Background: an optimization exercise with open tools, aiming at small area. Do not read the settings as production practice.
Only simulation tests tie the RTL to the original design; equivalence was not proved.
Power is estimated from default activity; no workload was simulated. The clock port is modelled as an ideal driver; clocking choices that lean on that would not hold on a real chip.

==> willow <==
// register_file
module register_file #(
  parameter int unsigned DATA_W = rv_pkg::XLEN,
  parameter int unsigned ADDR_W = rv_pkg::REG_ADDR_W
) (
  input  logic              clk_i,
  input  logic              reset_i,
  input  logic [ADDR_W-1:0] addr_1_i,
  input  logic [ADDR_W-1:0] addr_2_i,
  input  logic [ADDR_W-1:0] addr_3_i,
  input  logic              WE3_i,
  input  logic [DATA_W-1:0] WD3_i,
  output logic [DATA_W-1:0] RD_1_o,
  output logic [DATA_W-1:0] RD_2_o
);
  localparam int unsigned NREGS = 2**ADDR_W;
  logic [NREGS*DATA_W-1:0] mem_flat;
  logic [NREGS-1:0]        we_vec;
  logic [NREGS-1:0]        we_n_vec;
  logic [NREGS-1:0]        valid_q;
  always_comb begin
    we_vec = '0;
    if (WE3_i && (addr_3_i != '0)) begin
      we_vec[addr_3_i] = 1'b1;
    end
    we_n_vec = ~we_vec;
  end
  always_ff @(posedge clk_i or posedge reset_i) begin
    if (reset_i) begin
      valid_q <= '0;
    end else begin
      valid_q <= valid_q | we_vec;
    end
  end
  assign mem_flat[DATA_W-1:0] = '0;
  for (genvar i = 1; i < int'(NREGS); i++) begin : g_reg
    logic [DATA_W-1:0] data_q;
    logic [DATA_W-1:0] data_d;
    rf_hold_mux #(.DATA_W(DATA_W)) u_hold (
      .we   (we_vec[i]),
      .we_n (we_n_vec[i]),
      .wd   (WD3_i),
      .q    (data_q),
      .d    (data_d)
    );
    always_ff @(posedge clk_i) begin
      data_q <= data_d;
    end
    assign mem_flat[i*DATA_W +: DATA_W] = data_q;
  end
  rf_read_port #(
    .DATA_W (DATA_W),
    .ADDR_W (ADDR_W)
  ) u_read_1 (
    .regs      (mem_flat),
    .valid     (valid_q),
    .addr      (addr_1_i),
    .rd_data_c (RD_1_o)
  );
  rf_read_port #(
    .DATA_W (DATA_W),
    .ADDR_W (ADDR_W)
  ) u_read_2 (
  ...
==> flow/config.mk <==
export PLATFORM = sky130hd
export DESIGN_NAME = register_file
export DESIGN_NICKNAME = register_file
export VERILOG_FILES = /design/flow/design.v
export SDC_FILE = /design/flow/constraint.sdc
export NUM_CORES = 4
export LEC_CHECK = 0
export ABC_AREA = 1
export CAP_MARGIN = 20
export CORE_MARGIN = 2
export CORE_UTILIZATION = 40
export SLEW_MARGIN = 20
export SYNTH_HIERARCHICAL = 1
export SYNTH_MINIMUM_KEEP_SIZE = 0
==> flow/constraint.sdc <==
create_clock -name core_clock -period 7.0 [get_ports {clk_i}]
set_input_delay 1.4000 -clock core_clock [delete_from_list [all_inputs] [get_ports {clk_i}]]
set_output_delay 1.4000 -clock core_clock [all_outputs]
set_load 0.01 [all_outputs]
run.sh (not shown) runs the stock make flow with config.mk's settings and CLKGATE_MAP_FILE= SYNTH_SCRIPT=/design/flow/synth_recipe.tcl, a recipe that flattens the netlist after the stock synthesis.
==> indigo (differences from willow) <==
ABC_AREA = unset   (was 1)
CORE_UTILIZATION = 65   (was 40)
CTS_BUF_LIST = sky130_fd_sc_hd__clkbuf_16   (was unset)
CTS_CLUSTER_DIAMETER = 80   (was unset)
CTS_CLUSTER_SIZE = 30   (was unset)
==> impl_metrics.py <==
metrics = {
    "layout": {
        "multi_input_area_um2": 28900,
        "layout_commonest_cell": "nand2_1",
        "stdcell_count": 11200,
    },
    "detailed_routing": {
        "drt-total-wl_um": 233000,
        "drt_iter0_markers": 6271,
    },
    "status": {
        "outcome": "finished clean",
    },
    "setup_path": {
        "startpoint": "addr_1_i[3]",
    },
    "grt": {
        "met2_usage": 0.488,
    },
    "die": {
        "core_area_um2": 135000,
    },
}
-- figures above: willow

==> impl_metrics.py <==
metrics = {
    "status": {
        "outcome": "finished clean",
    },
    "grt": {
        "met2_usage": 0.704,
    },
    "setup_path": {
        "startpoint": "addr_1_i[4]",
        "path_buf_inv": 3,
    },
    "detailed_routing": {
        "drt_iter0_markers": 11500,
        "drt-total-wl_um": 176000,
    },
    "layout": {
        "multi_input_area_um2": 18600,
        "layout_commonest_cell": "dfxtp_1",
        "stdcell_count": 4318,
    },
    "pwr": {
        "ir_worst_vdd_uv": 223,
    },
    "die": {
        "core_area_um2": 63000,
    },
}
-- figures above: indigo


* * *

==> inputs of run A <==
==> flow/design.v <==
package rv_pkg;
  localparam int unsigned XLEN       = 32;
  localparam int unsigned REG_ADDR_W = 5;
  localparam int unsigned NUM_REGS   = 32;
  typedef logic [XLEN-1:0]       xlen_t;
  typedef logic [REG_ADDR_W-1:0] reg_addr_t;
  localparam reg_addr_t REG_ZERO = '0;
endpackage
module rf_read_port #(
  parameter int unsigned DATA_W = rv_pkg::XLEN,
  parameter int unsigned ADDR_W = rv_pkg::REG_ADDR_W
) (
  input  logic [(2**ADDR_W)*DATA_W-1:0] regs,
  input  logic [ADDR_W-1:0]             addr,
  output logic [DATA_W-1:0]             rd_data_c
);
  always_comb begin
    rd_data_c = '0;
    if (addr != '0) begin
      rd_data_c = regs[addr*DATA_W +: DATA_W];
    end
  end
endmodule
module register_file #(
  parameter int unsigned DATA_W = rv_pkg::XLEN,
  parameter int unsigned ADDR_W = rv_pkg::REG_ADDR_W
) (
  input  logic              clk_i,
  input  logic              reset_i,
  input  logic [ADDR_W-1:0] addr_1_i,
  input  logic [ADDR_W-1:0] addr_2_i,
  input  logic [ADDR_W-1:0] addr_3_i,
  input  logic              WE3_i,
  input  logic [DATA_W-1:0] WD3_i,
  output logic [DATA_W-1:0] RD_1_o,
  output logic [DATA_W-1:0] RD_2_o
);
  localparam int unsigned NREGS = 2**ADDR_W;
  logic [DATA_W-1:0] mem [NREGS];
  logic [NREGS*DATA_W-1:0] mem_flat;
  logic [NREGS-1:0]  we_vec;
  always_comb begin
    we_vec = '0;
    if (WE3_i && (addr_3_i != '0)) begin
      we_vec[addr_3_i] = 1'b1;
    end
  end
  always_ff @(posedge clk_i or posedge reset_i) begin
    if (reset_i) begin
      for (int i = 0; i < int'(NREGS); i++) begin
        mem[i] <= '0;
      end
    end else begin
      for (int i = 1; i < int'(NREGS); i++) begin
        if (we_vec[i]) begin
          mem[i] <= WD3_i;
        end
      end
    end
  end
  always_comb begin
    for (int i = 0; i < int'(NREGS); i++) begin
      mem_flat[i*DATA_W +: DATA_W] = mem[i];
    end
  end
  rf_read_port #(
    .DATA_W (DATA_W),
    .ADDR_W (ADDR_W)
  ) u_read_1 (
    .regs      (mem_flat),
    .addr      (addr_1_i),
    .rd_data_c (RD_1_o)
  );
  rf_read_port #(
    .DATA_W (DATA_W),
    .ADDR_W (ADDR_W)
  ) u_read_2 (
    .regs      (mem_flat),
    .addr      (addr_2_i),
    .rd_data_c (RD_2_o)
  );
endmodule
==> flow/run.sh <==
#!/bin/bash
# synth_recipe.tcl (not shown) runs the flow's synth.tcl, then flattens the netlist and writes it again
# the make line also repeats each setting of config.mk as NAME=value (left out here)
make -C /OpenROAD-flow-scripts/flow DESIGN_CONFIG=/design/flow/config.mk WORK_HOME=/design/flow/orfs CLKGATE_MAP_FILE= SYNTH_SCRIPT=/design/flow/synth_recipe.tcl finish
==> flow/config.mk <==
export PLATFORM = sky130hd
export DESIGN_NAME = register_file
export DESIGN_NICKNAME = register_file
export VERILOG_FILES = /design/flow/design.v
export SDC_FILE = /design/flow/constraint.sdc
export NUM_CORES = 4
export LEC_CHECK = 0
export CAP_MARGIN = 20
export CORE_MARGIN = 2
export CORE_UTILIZATION = 40
export SLEW_MARGIN = 20
==> flow/constraint.sdc <==
create_clock -name core_clock -period 7.0 [get_ports {clk_i}]
set_input_delay 1.4000 -clock core_clock [delete_from_list [all_inputs] [get_ports {clk_i}]]
set_output_delay 1.4000 -clock core_clock [all_outputs]
set_load 0.01 [all_outputs]
==> run X: changes against run A <==
==> flow/design.v, changed modules only <==
module rf_read_port #(
  parameter int unsigned DATA_W = rv_pkg::XLEN,
  parameter int unsigned ADDR_W = rv_pkg::REG_ADDR_W
) (
  input  logic [(2**ADDR_W)*DATA_W-1:0] regs,
  input  logic [2**ADDR_W-1:0]          valid,
  input  logic [ADDR_W-1:0]             addr,
  output logic [DATA_W-1:0]             rd_data_c
);
  localparam int unsigned NREGS = 2**ADDR_W;
  logic [NREGS-1:0] sel;      
  logic [NREGS-1:0] sel_hi;   
  logic [3:0] a_hi;
  logic [7:0] a_lo;
  rf_predec #(.W(2)) u_dec_hi (.a(addr[4:3]), .y(a_hi));
  rf_predec #(.W(3)) u_dec_lo (.a(addr[2:0]), .y(a_lo));
  assign sel[0]    = 1'b0;
  assign sel_hi[0] = 1'b0;
  for (genvar i = 1; i < int'(NREGS); i++) begin : g_sel
    logic sel_n;
    rf_nand3 u_nand (.a(valid[i]), .b(a_hi[i/8]), .c(a_lo[i%8]), .y(sel_n));
    rf_inv   u_inv    (.a(sel_n), .y(sel[i]));
    rf_inv   u_inv_hi (.a(sel_n), .y(sel_hi[i]));
  end
  for (genvar b = 0; b < int'(DATA_W); b++) begin : g_bit
    logic [NREGS-1:1] col;
    for (genvar i = 1; i < int'(NREGS); i++) begin : g_col
      assign col[i] = regs[i*DATA_W + b];
    end
    rf_read_bit u_bit (
      .sel ((b < int'(DATA_W/2)) ? sel[NREGS-1:1] : sel_hi[NREGS-1:1]),
      .d   (col),
      .y   (rd_data_c[b])
    );
  end
endmodule
module rf_read_bit (
  input  logic [31:1] sel,
  input  logic [31:1] d,
  output logic        y
);
  logic [10:0] grp_n;
  for (genvar g = 0; g < 10; g++) begin : g_grp
    rf_aoi222 u_aoi (
      .a0 (sel[3*g+1]), .b0 (d[3*g+1]),
      .a1 (sel[3*g+2]), .b1 (d[3*g+2]),
      .a2 (sel[3*g+3]), .b2 (d[3*g+3]),
      .y  (grp_n[g])
    );
  end
  assign grp_n[10] = ~(sel[31] & d[31]);
  assign y = ~&grp_n;
endmodule
module rf_aoi222 (
  input  logic a0, b0, a1, b1, a2, b2,
  output logic y
);
  assign y = ~((a0 & b0) | (a1 & b1) | (a2 & b2));
endmodule
module register_file #(
  parameter int unsigned DATA_W = rv_pkg::XLEN,
  parameter int unsigned ADDR_W = rv_pkg::REG_ADDR_W
) (
  input  logic              clk_i,
  input  logic              reset_i,
  input  logic [ADDR_W-1:0] addr_1_i,
  input  logic [ADDR_W-1:0] addr_2_i,
  input  logic [ADDR_W-1:0] addr_3_i,
  input  logic              WE3_i,
  input  logic [DATA_W-1:0] WD3_i,
  output logic [DATA_W-1:0] RD_1_o,
  output logic [DATA_W-1:0] RD_2_o
);
  localparam int unsigned NREGS = 2**ADDR_W;
  logic [NREGS*DATA_W-1:0] mem_flat;
  logic [NREGS-1:0]        we_vec;
  logic [NREGS-1:0]        we_n_vec;
  logic [NREGS-1:0]        valid_q;
  logic [3:0] wa_hi;
  logic [7:0] wa_lo;
  rf_predec_en #(.W(2)) u_wdec_hi (.en(WE3_i), .a(addr_3_i[4:3]), .y(wa_hi));
  rf_predec    #(.W(3)) u_wdec_lo (.a(addr_3_i[2:0]), .y(wa_lo));
  logic [NREGS-1:0] we_hi_vec;
  logic [NREGS-1:0] we_n_hi_vec;
  assign we_vec[0]      = 1'b0;
  assign we_n_vec[0]    = 1'b1;
  assign we_hi_vec[0]   = 1'b0;
  assign we_n_hi_vec[0] = 1'b1;
  for (genvar i = 1; i < int'(NREGS); i++) begin : g_wdec
    logic dec_n;
    rf_nand2 u_nand    (.a(wa_hi[i/8]),    .b(wa_lo[i%8]), .y(dec_n));
    rf_inv   u_we_lo   (.a(dec_n),         .y(we_vec[i]));
    rf_inv   u_we_n_lo (.a(we_vec[i]),     .y(we_n_vec[i]));
    rf_inv   u_we_hi   (.a(dec_n),         .y(we_hi_vec[i]));
    rf_inv   u_we_n_hi (.a(we_hi_vec[i]),  .y(we_n_hi_vec[i]));
  end
  always_ff @(posedge clk_i or posedge reset_i) begin
    if (reset_i) begin
      valid_q <= '0;
    end else begin
      valid_q <= valid_q | we_vec;
    end
  end
  assign mem_flat[DATA_W-1:0] = '0;
  for (genvar i = 1; i < int'(NREGS); i++) begin : g_reg
    logic [DATA_W-1:0] data_q;
    logic [DATA_W-1:0] data_d;
    for (genvar b = 0; b < int'(DATA_W); b++) begin : g_bit
      rf_hold_mux u_hold (
        .we   ((b < int'(DATA_W/2)) ? we_vec[i]   : we_hi_vec[i]),
        .we_n ((b < int'(DATA_W/2)) ? we_n_vec[i] : we_n_hi_vec[i]),
        .wd   (WD3_i[b]),
        .q    (data_q[b]),
        .d    (data_d[b])
      );
    end
    always_ff @(posedge clk_i) begin
      data_q <= data_d;
    end
    assign mem_flat[i*DATA_W +: DATA_W] = data_q;
  end
  rf_read_port #(
    .DATA_W (DATA_W),
    .ADDR_W (ADDR_W)
  ) u_read_1 (
    .regs      (mem_flat),
    .valid     (valid_q),
    .addr      (addr_1_i),
    .rd_data_c (RD_1_o)
  );
  rf_read_port #(
    .DATA_W (DATA_W),
    .ADDR_W (ADDR_W)
  ) u_read_2 (
    .regs      (mem_flat),
    .valid     (valid_q),
    .addr      (addr_2_i),
    .rd_data_c (RD_2_o)
  );
endmodule
module rf_hold_mux (
  input  logic we,
  input  logic we_n,
  input  logic wd,
  input  logic q,
  output logic d
);
  assign d = (wd & we) | (q & we_n);
endmodule
module rf_predec #(
  parameter int unsigned W = 2
) (
  input  logic [W-1:0]    a,
  output logic [2**W-1:0] y
);
  always_comb begin
    for (int j = 0; j < 2**W; j++) begin
      y[j] = (a == W'(j));
    end
  end
endmodule
module rf_predec_en #(
  parameter int unsigned W = 2
) (
  input  logic            en,
  input  logic [W-1:0]    a,
  output logic [2**W-1:0] y
);
  always_comb begin
    for (int j = 0; j < 2**W; j++) begin
      y[j] = en && (a == W'(j));
    end
  end
endmodule
module rf_nand2 (
  input  logic a,
  input  logic b,
  output logic y
);
  assign y = ~(a & b);
endmodule
module rf_nand3 (
  input  logic a,
  input  logic b,
  input  logic c,
  output logic y
);
  assign y = ~(a & b & c);
endmodule
module rf_inv (
  input  logic a,
  output logic y
);
  assign y = ~a;
endmodule
==> flow/flow/run.sh (new file) <==
#!/bin/bash
set -euo pipefail
export CTS_ARGS="-sink_clustering_enable -repair_clock_nets -buf_list sky130_fd_sc_hd__clkbuf_16 -sink_clustering_size 32 -sink_clustering_max_diameter 90 -dont_use_dummy_load"
export BUFFER_PORTS_ARGS="-buffer_cell sky130_fd_sc_hd__buf_1"
bash standard.sh > make.log 2>&1
==> flow/standard.sh (new file) <==
#!/bin/bash
# synth_recipe.tcl (not shown) runs the flow's synth.tcl, then flattens the netlist and writes it again
# the make line also repeats each setting of config.mk as NAME=value (left out here)
make -C /OpenROAD-flow-scripts/flow DESIGN_CONFIG=/design/flow/config.mk WORK_HOME=/design/flow/orfs CLKGATE_MAP_FILE= SYNTH_SCRIPT=/design/flow/synth_recipe.tcl "${@:-finish}"
Settings changed: CORE_UTILIZATION 40 to 65, GPL_TIMING_DRIVEN from default to 0, SYNTH_HIERARCHICAL from default to 1, SYNTH_MINIMUM_KEEP_SIZE from default to 0.
removed: flow/run.sh
==> run R: changes against run A <==
==> flow/design.v, changed modules only <==
module rf_read_port #(
  parameter int unsigned DATA_W = rv_pkg::XLEN,
  parameter int unsigned ADDR_W = rv_pkg::REG_ADDR_W
) (
  input  logic [(2**ADDR_W)*DATA_W-1:0] regs,
  input  logic [2**ADDR_W-1:0]          valid,
  input  logic [ADDR_W-1:0]             addr,
  output logic [DATA_W-1:0]             rd_data_c
);
  localparam int unsigned NREGS = 2**ADDR_W;
  logic [NREGS-1:0] sel;
  logic [3:0] a_hi, a_hi_n;
  logic [7:0] a_lo, a_lo_n;
  rf_predec #(.W(2)) u_dec_hi (.en(1'b1), .a(addr[4:3]), .y(a_hi), .y_n(a_hi_n));
  rf_predec #(.W(3)) u_dec_lo (.en(1'b1), .a(addr[2:0]), .y(a_lo), .y_n(a_lo_n));
  assign sel[0] = 1'b0;
  for (genvar i = 1; i < int'(NREGS); i++) begin : g_sel
    rf_rsel u_rsel (
      .valid (valid[i]),
      .hi    (a_hi[i/8]),
      .lo    (a_lo[i%8]),
      .sel   (sel[i])
    );
  end
  for (genvar b = 0; b < int'(DATA_W); b++) begin : g_bit
    logic [NREGS-1:1] col;
    for (genvar i = 1; i < int'(NREGS); i++) begin : g_col
      assign col[i] = regs[i*DATA_W + b];
    end
    rf_read_bit u_bit (
      .sel (sel[NREGS-1:1]),
      .d   (col),
      .y   (rd_data_c[b])
    );
  end
endmodule
module rf_read_bit (
  input  logic [31:1] sel,
  input  logic [31:1] d,
  output logic        y
);
  logic [10:0] grp_n;
  for (genvar g = 0; g < 10; g++) begin : g_grp
    rf_aoi222 u_aoi (
      .a0 (sel[3*g+1]), .b0 (d[3*g+1]),
      .a1 (sel[3*g+2]), .b1 (d[3*g+2]),
      .a2 (sel[3*g+3]), .b2 (d[3*g+3]),
      .y  (grp_n[g])
    );
  end
  assign grp_n[10] = ~(sel[31] & d[31]);
  assign y = ~&grp_n;
endmodule
module rf_aoi222 (
  input  logic a0, b0, a1, b1, a2, b2,
  output logic y
);
  assign y = ~((a0 & b0) | (a1 & b1) | (a2 & b2));
endmodule
module rf_rsel (
  input  logic valid,
  input  logic hi,
  input  logic lo,
  output logic sel
);
  assign sel = valid & hi & lo;
endmodule
module register_file #(
  parameter int unsigned DATA_W = rv_pkg::XLEN,
  parameter int unsigned ADDR_W = rv_pkg::REG_ADDR_W
) (
  input  logic              clk_i,
  input  logic              reset_i,
  input  logic [ADDR_W-1:0] addr_1_i,
  input  logic [ADDR_W-1:0] addr_2_i,
  input  logic [ADDR_W-1:0] addr_3_i,
  input  logic              WE3_i,
  input  logic [DATA_W-1:0] WD3_i,
  output logic [DATA_W-1:0] RD_1_o,
  output logic [DATA_W-1:0] RD_2_o
);
  localparam int unsigned NREGS = 2**ADDR_W;
  logic [NREGS*DATA_W-1:0] mem_flat;
  logic [NREGS-1:0]        we_vec;
  logic [NREGS-1:0]        we_n_vec;
  logic [NREGS-1:0]        valid_q;
  logic [3:0] wa_hi, wa_hi_n;
  logic [7:0] wa_lo, wa_lo_n;
  rf_predec #(.W(2)) u_wdec_hi (.en(WE3_i), .a(addr_3_i[4:3]), .y(wa_hi), .y_n(wa_hi_n));
  rf_predec #(.W(3)) u_wdec_lo (.en(1'b1),  .a(addr_3_i[2:0]), .y(wa_lo), .y_n(wa_lo_n));
  assign we_vec[0]   = 1'b0;
  assign we_n_vec[0] = 1'b1;
  for (genvar i = 1; i < int'(NREGS); i++) begin : g_wdec
    rf_wsel u_wsel (
      .hi   (wa_hi[i/8]),
      .hi_n (wa_hi_n[i/8]),
      .lo   (wa_lo[i%8]),
      .lo_n (wa_lo_n[i%8]),
      .we   (we_vec[i]),
      .we_n (we_n_vec[i])
    );
  end
  always_ff @(posedge clk_i or posedge reset_i) begin
    if (reset_i) begin
      valid_q <= '0;
    end else begin
      valid_q <= valid_q | we_vec;
    end
  end
  assign mem_flat[DATA_W-1:0] = '0;
  for (genvar i = 1; i < int'(NREGS); i++) begin : g_reg
    logic [DATA_W-1:0] data_q;
    logic [DATA_W-1:0] data_d;
    rf_hold_mux #(.DATA_W(DATA_W)) u_hold (
      .we   (we_vec[i]),
      .we_n (we_n_vec[i]),
      .wd   (WD3_i),
      .q    (data_q),
      .d    (data_d)
    );
    always_ff @(posedge clk_i) begin
      data_q <= data_d;
    end
    assign mem_flat[i*DATA_W +: DATA_W] = data_q;
  end
  rf_read_port #(
    .DATA_W (DATA_W),
    .ADDR_W (ADDR_W)
  ) u_read_1 (
    .regs      (mem_flat),
    .valid     (valid_q),
    .addr      (addr_1_i),
    .rd_data_c (RD_1_o)
  );
  rf_read_port #(
    .DATA_W (DATA_W),
    .ADDR_W (ADDR_W)
  ) u_read_2 (
    .regs      (mem_flat),
    .valid     (valid_q),
    .addr      (addr_2_i),
    .rd_data_c (RD_2_o)
  );
endmodule
module rf_hold_mux #(
  parameter int unsigned DATA_W = rv_pkg::XLEN
) (
  input  logic              we,
  input  logic              we_n,
  input  logic [DATA_W-1:0] wd,
  input  logic [DATA_W-1:0] q,
  output logic [DATA_W-1:0] d
);
  assign d = (wd & {DATA_W{we}}) | (q & {DATA_W{we_n}});
endmodule
module rf_predec #(
  parameter int unsigned W = 2
) (
  input  logic            en,
  input  logic [W-1:0]    a,
  output logic [2**W-1:0] y,
  output logic [2**W-1:0] y_n
);
  always_comb begin
    for (int j = 0; j < 2**W; j++) begin
      y[j] = en && (a == W'(j));
    end
    y_n = ~y;
  end
endmodule
module rf_wsel (
  input  logic hi,
  input  logic hi_n,
  input  logic lo,
  input  logic lo_n,
  output logic we,
  output logic we_n
);
  assign we   = ~(hi_n | lo_n);
  assign we_n = ~(hi & lo);
endmodule
==> flow/flow/run.sh (new file) <==
#!/bin/bash
set -euo pipefail
export CTS_ARGS="-sink_clustering_enable -repair_clock_nets -buf_list sky130_fd_sc_hd__clkbuf_16 -sink_clustering_size 30 -sink_clustering_max_diameter 80 -dont_use_dummy_load"
export BUFFER_PORTS_ARGS="-buffer_cell sky130_fd_sc_hd__buf_1"
bash standard.sh > make.log 2>&1
==> flow/standard.sh (new file) <==
#!/bin/bash
# synth_recipe.tcl (not shown) runs the flow's synth.tcl, then flattens the netlist and writes it again
# the make line also repeats each setting of config.mk as NAME=value (left out here)
make -C /OpenROAD-flow-scripts/flow DESIGN_CONFIG=/design/flow/config.mk WORK_HOME=/design/flow/orfs CLKGATE_MAP_FILE= SYNTH_SCRIPT=/design/flow/synth_recipe.tcl "${@:-finish}"
Settings changed: CORE_UTILIZATION 40 to 65, SYNTH_HIERARCHICAL from default to 1, SYNTH_MINIMUM_KEEP_SIZE from default to 0.
removed: flow/run.sh
==> summary of the runs <==
Against run A, the sequential share of layout area of run R is higher by 6.5 points.
Setup slack: run X is better than run A (0.092 ns).
In clock skew, run A and run X do not differ.
Of run A and run R, run A has the higher synthesized area (gap 31%, measured against run R).
The lowest clock power belongs to run X, the highest to run A.
Utilization: run A < run R < run X.
Maximum frequency: run A < run X < run R.
Via count, lowest first: run A, run X, run R.
The highest design area belongs to run A, the lowest to run X.
Against run A, the flip-flop and latch count of run R is higher by 31.
First-iteration DRC count, lowest first: run A, run X, run R.
==> figures <==
Avg Vias per Cell: run X 8.853; run A 6.204; run R 9.215
Number of filler cells placed in the layout: run X 4389; run A 11950; run R 4681
Commonest non-fill, non-tap cell in the layout: run X -; run A mux2_2; run R dfxtp_1
Measured slew at the worst slew-check pin: run X 1.327 ns; run A 1.201 ns; run R 1.261 ns
Critical Path Source: run X addr_2_i[0]; run A addr_1_i[2]; run R addr_2_i[3]
Slowest cell on the critical path: run X nor3b_1; run A and3b_2; run R nor3b_1
Die area: run X 62490 um2; run A 137100 um2; run R 65140 um2
H-tree Lvls: run X 2; run A 3; run R 2
Setup WS pre-CTS: run X 1.457 ns; run A 1.068 ns; run R 1.657 ns
Minimum clock period: run X 5.969 ns; run A 6.062 ns; run R 5.686 ns
Sequential cell count: run X 1023; run A 992; run R 1023
GR met1 Demand/Resource: run X 59.45%; run A 34.18%; run R 63.24%
Register area: run X 20630 um2; run A 24820 um2; run R 20630 um2
Synthesis warning total: run X 10; run A 3; run R 9
Setup crit end: run X RD_2_o[29]; run A RD_1_o[25]; run R RD_2_o[9]
Placeable Area: run X 60130 um2; run A 133300 um2; run R 62740 um2
Number of vias in the routed layout: run X 37698; run A 36180; run R 39644
Critical Path Fanout Max: run X 16; run A 50; run R 32
Vias in the first global route: run X 34812; run A 36758; run R 38104
Estimated wirelength of the detail-placed design: run X 98.60 mm; run A 98.88 mm; run R 95.13 mm
Global-route wire length before repair: run X 220.3 mm; run A 251.8 mm; run R 245.8 mm
Clock Power: run X 2.76 mW; run A 6.03 mW; run R 2.97 mW
Status: run X complete, no violations; run A complete, no violations; run R complete, no violations

what the ideal ports hide:
No port has a modelled driver above. Below, the same layouts with a new extraction and two added sets of constraints.
Step 1 assumes that a clkbuf_16 drives the clock port and a buf_2 every other input.
Step 2 also shifts input and output timing later by t, the mid clock arrival at the registers, as if the neighbouring blocks saw the same clock.
Slacks: ideal ports / drivers / drivers and shift; pairs: ideal ports / drivers.
run	shift t [ns]	slack for setup (ns)	worst slew at a driven data input, ns
willow	0.833	0.618 / 0.591 / 0.591	0.15
indigo	0.708	0.481 / 0.461 / 0.461	0.12
run A	0.791	0.938 / 0.829 / 0.829	0.12
run X	0.676	1.031 / 0.901 / 0.901	0.17
run R	0.689	1.314 / 1.289 / 1.289	0.11
After both steps setup and hold are still met in every run listed. For run X, which loses most, drivers alone change the setup slack by -0.130 ns; drivers and shift together by -0.130 ns.
